Context: an optimization exercise on an open-source flow, tuned for small area and a short achievable clock period. The choices shown serve that exercise and are no tape-out recipe.
Function was checked by simulation only, so behaviour that the tests miss may differ from the original.
No activity file was given, so power comes from the tool's default toggle rates. No driver is modelled on the clock port, so clocking that relies on it looks cheaper here than on a real chip.

==> flow/design.v (excerpt) <==
module dmx512_frame_transmitter (
	input  wire logic                          clk,
	input  wire logic                          arst_n,
	input  wire logic                          s_tvalid,
	output logic                               s_tready,
	input  wire logic [dmx_pkg::IN_DW-1:0]     s_tdata,   
	input  wire logic                          s_tuser,   
	output logic                               m_tvalid,
	input  wire logic                          m_tready,
	output logic      [dmx_pkg::OUT_DW-1:0]    m_tdata,   
	input  wire logic                          psel,
	input  wire logic                          penable,
	input  wire logic                          pwrite,
	input  wire logic [dmx_pkg::CFG_AW-1:0]    paddr,
	input  wire logic [dmx_pkg::CFG_DW-1:0]    pwdata,
	output logic      [dmx_pkg::CFG_DW-1:0]    prdata,
	output logic                               pready
);
	localparam int unsigned RING_LEN = 32;
	localparam int unsigned NRING    = 16;
	dmx_pkg::cfg_t cfg;
	dmx_apb_regs u_regs (
		.clk     (clk),
		.arst_n  (arst_n),
		.psel    (psel),
		.penable (penable),
		.pwrite  (pwrite),
		.paddr   (paddr),
		.pwdata  (pwdata),
		.prdata  (prdata),
		.pready  (pready),
		.cfg     (cfg)
	);
	logic               rdy_q;      
	logic               work_q;     
	logic               mval_q;     
	logic               work1_q;    
	logic               acc;
	logic               req_user_q;
	logic [SLOT_AW-1:0] req_idx_q;
	logic [7:0]         req_val_q;
	logic [4:0]         pos_q;
	logic               clr_q;
	logic               wpend_q, lpend_q;
	logic [7:0]         slot512_q;
	logic [7:0]         tail [NRING];
	logic [NRING-1:0]   ins;
	logic               wfire_q, wfire_d, wpend_d;
	logic [7:0]         wdata;
	logic               lhit;
	dmx_pkg::phase_t    phase_q, phase_n;
	logic [15:0]        tick_q, tick_n;
	logic [SLOT_AW-1:0] slot_q, slot_n;
  ...
export LEC_CHECK = 0
export CAP_MARGIN = 20
export CORE_MARGIN = 2
export CORE_UTILIZATION = 60
export CTS_CLUSTER_DIAMETER = 100
export CTS_CLUSTER_SIZE = 30
export SLEW_MARGIN = 20
export SYNTH_MEMORY_MAX_BITS = 8192
create_clock -name core_clock -period 8.0 [get_ports {clk}]
standard.sh (not shown) runs the stock make flow with config.mk's settings and CLKGATE_MAP_FILE= SYNTH_SCRIPT=/design/flow/synth_recipe.tcl, a recipe that flattens the netlist after the stock synthesis.
==> flow/flow/run.sh <==
#!/bin/bash
# The standard layout (the standard.sh: the standard synthesis and ORFS from floorplan to
# the final layout), with three changes to how the layout is made:
#  - timing repair aims for 5.6 ns of setup slack, more than config.mk's SETUP_SLACK_MARGIN
#    may ask for, so that it keeps improving the paths to the outputs;
#  - the port buffers are sky130_fd_sc_hd__buf_2 cells (which repair may resize) rather
#    than the delay cells buffer_ports picks by itself;
#  - clock tree synthesis inserts no dummy loads (same clustering as config.mk asks for).
# The make output goes to standard.log; each ORFS step keeps its own log under orfs/logs.
set -euo pipefail
bash standard.sh SETUP_SLACK_MARGIN=5.6 \
	"BUFFER_PORTS_ARGS=-buffer_cell sky130_fd_sc_hd__buf_2" \
	"CTS_ARGS=-sink_clustering_enable -repair_clock_nets -sink_clustering_size 30 -sink_clustering_max_diameter 100 -dont_use_dummy_load" \
	finish > standard.log 2>&1
Next try:
==> flow/run.sh (new file) <==
#!/bin/bash
# synth_recipe.tcl (not shown) runs the flow's synth.tcl, then flattens the netlist and writes it again
# the make line also repeats each setting of config.mk as NAME=value (left out here)
make -C /OpenROAD-flow-scripts/flow DESIGN_CONFIG=/design/flow/config.mk WORK_HOME=/design/flow/orfs CLKGATE_MAP_FILE= SYNTH_SCRIPT=/design/flow/synth_recipe.tcl finish
Settings changed: SETUP_SLACK_MARGIN from default to 5.
removed: flow/flow/run.sh
removed: flow/standard.sh
Effect: Register-to-register slack is worse by 0.07 ns; die area does not change; clock skew is about the same; critical path depth is unchanged; routed wire length stays flat.
Next try:
==> flow/flow/run.sh (new file) <==
#!/bin/bash
# The standard layout (the standard.sh: the standard synthesis and ORFS from floorplan to
# the final layout), with two changes to how the layout is made:
#  - timing repair aims for 5.6 ns of setup slack, more than config.mk's SETUP_SLACK_MARGIN
#    may ask for, so that it keeps improving the paths to the outputs;
#  - the port buffers are sky130_fd_sc_hd__buf_2 cells (which repair may resize) rather
#    than the delay cells buffer_ports picks by itself.
# The make output goes to standard.log; each ORFS step keeps its own log under orfs/logs.
set -euo pipefail
bash standard.sh SETUP_SLACK_MARGIN=5.6 "BUFFER_PORTS_ARGS=-buffer_cell sky130_fd_sc_hd__buf_2" finish > standard.log 2>&1
==> flow/standard.sh (new file) <==
#!/bin/bash
# synth_recipe.tcl (not shown) runs the flow's synth.tcl, then flattens the netlist and writes it again
# the make line also repeats each setting of config.mk as NAME=value (left out here)
make -C /OpenROAD-flow-scripts/flow DESIGN_CONFIG=/design/flow/config.mk WORK_HOME=/design/flow/orfs CLKGATE_MAP_FILE= SYNTH_SCRIPT=/design/flow/synth_recipe.tcl "${@:-finish}"
Settings changed: SETUP_SLACK_MARGIN 5 to default.
removed: flow/run.sh
=> The new run finished with timing, DRC and antenna clean. Worst setup slack gains 0.044 ns. Total power barely changes. Wire length is about the same. Worst hold slack gains 0.0061 ns. Via count stays flat. Core utilization barely changes. Count of clock-buffer cells in the layout went down by 5. Cell area stays flat. Final cell count stays flat. Critical path depth does not change. Maximum frequency went up by 1.5%.

==> afterwards: timing with drivers on the ports <==
The results above use ideal ports. As a check the final layouts listed here were re-extracted and re-timed, cells and wires unchanged.
Step 1, drivers: a clkbuf_16 drives clk and a buf_2 each remaining input, both assumed.
Step 2 moves the port delays by t, midway between the first and last clock arrival at a register: inputs arrive t later, outputs are due t later. That takes back most of the time a late clock gives input paths.
a / b / c = ideal / step 1 / step 2; a / b = the first two.
run | shift t [ns] | slack for setup (ns) | hold WS [ns] | slew at the worst register clock pin (ns) | worst data-port slew with drivers (ns)
the first run | 0.831 | 5.076 / 5.007 / 4.877 | 0.315 / 0.315 / 0.315 | 0.12 / 0.12 | 0.07
the second run | 0.847 | 5.011 / 4.935 / 4.257 | 0.309 / 0.309 / 0.309 | 0.12 / 0.12 | 0.07
the third run | 0.842 | 5.055 / 4.986 / 4.890 | 0.315 / 0.315 / 0.315 | 0.12 / 0.12 | 0.07
After both steps setup and hold are still met in every run listed. The setup slack of the second run, which loses most, moves by -0.076 ns with the drivers and by -0.754 ns with both steps.
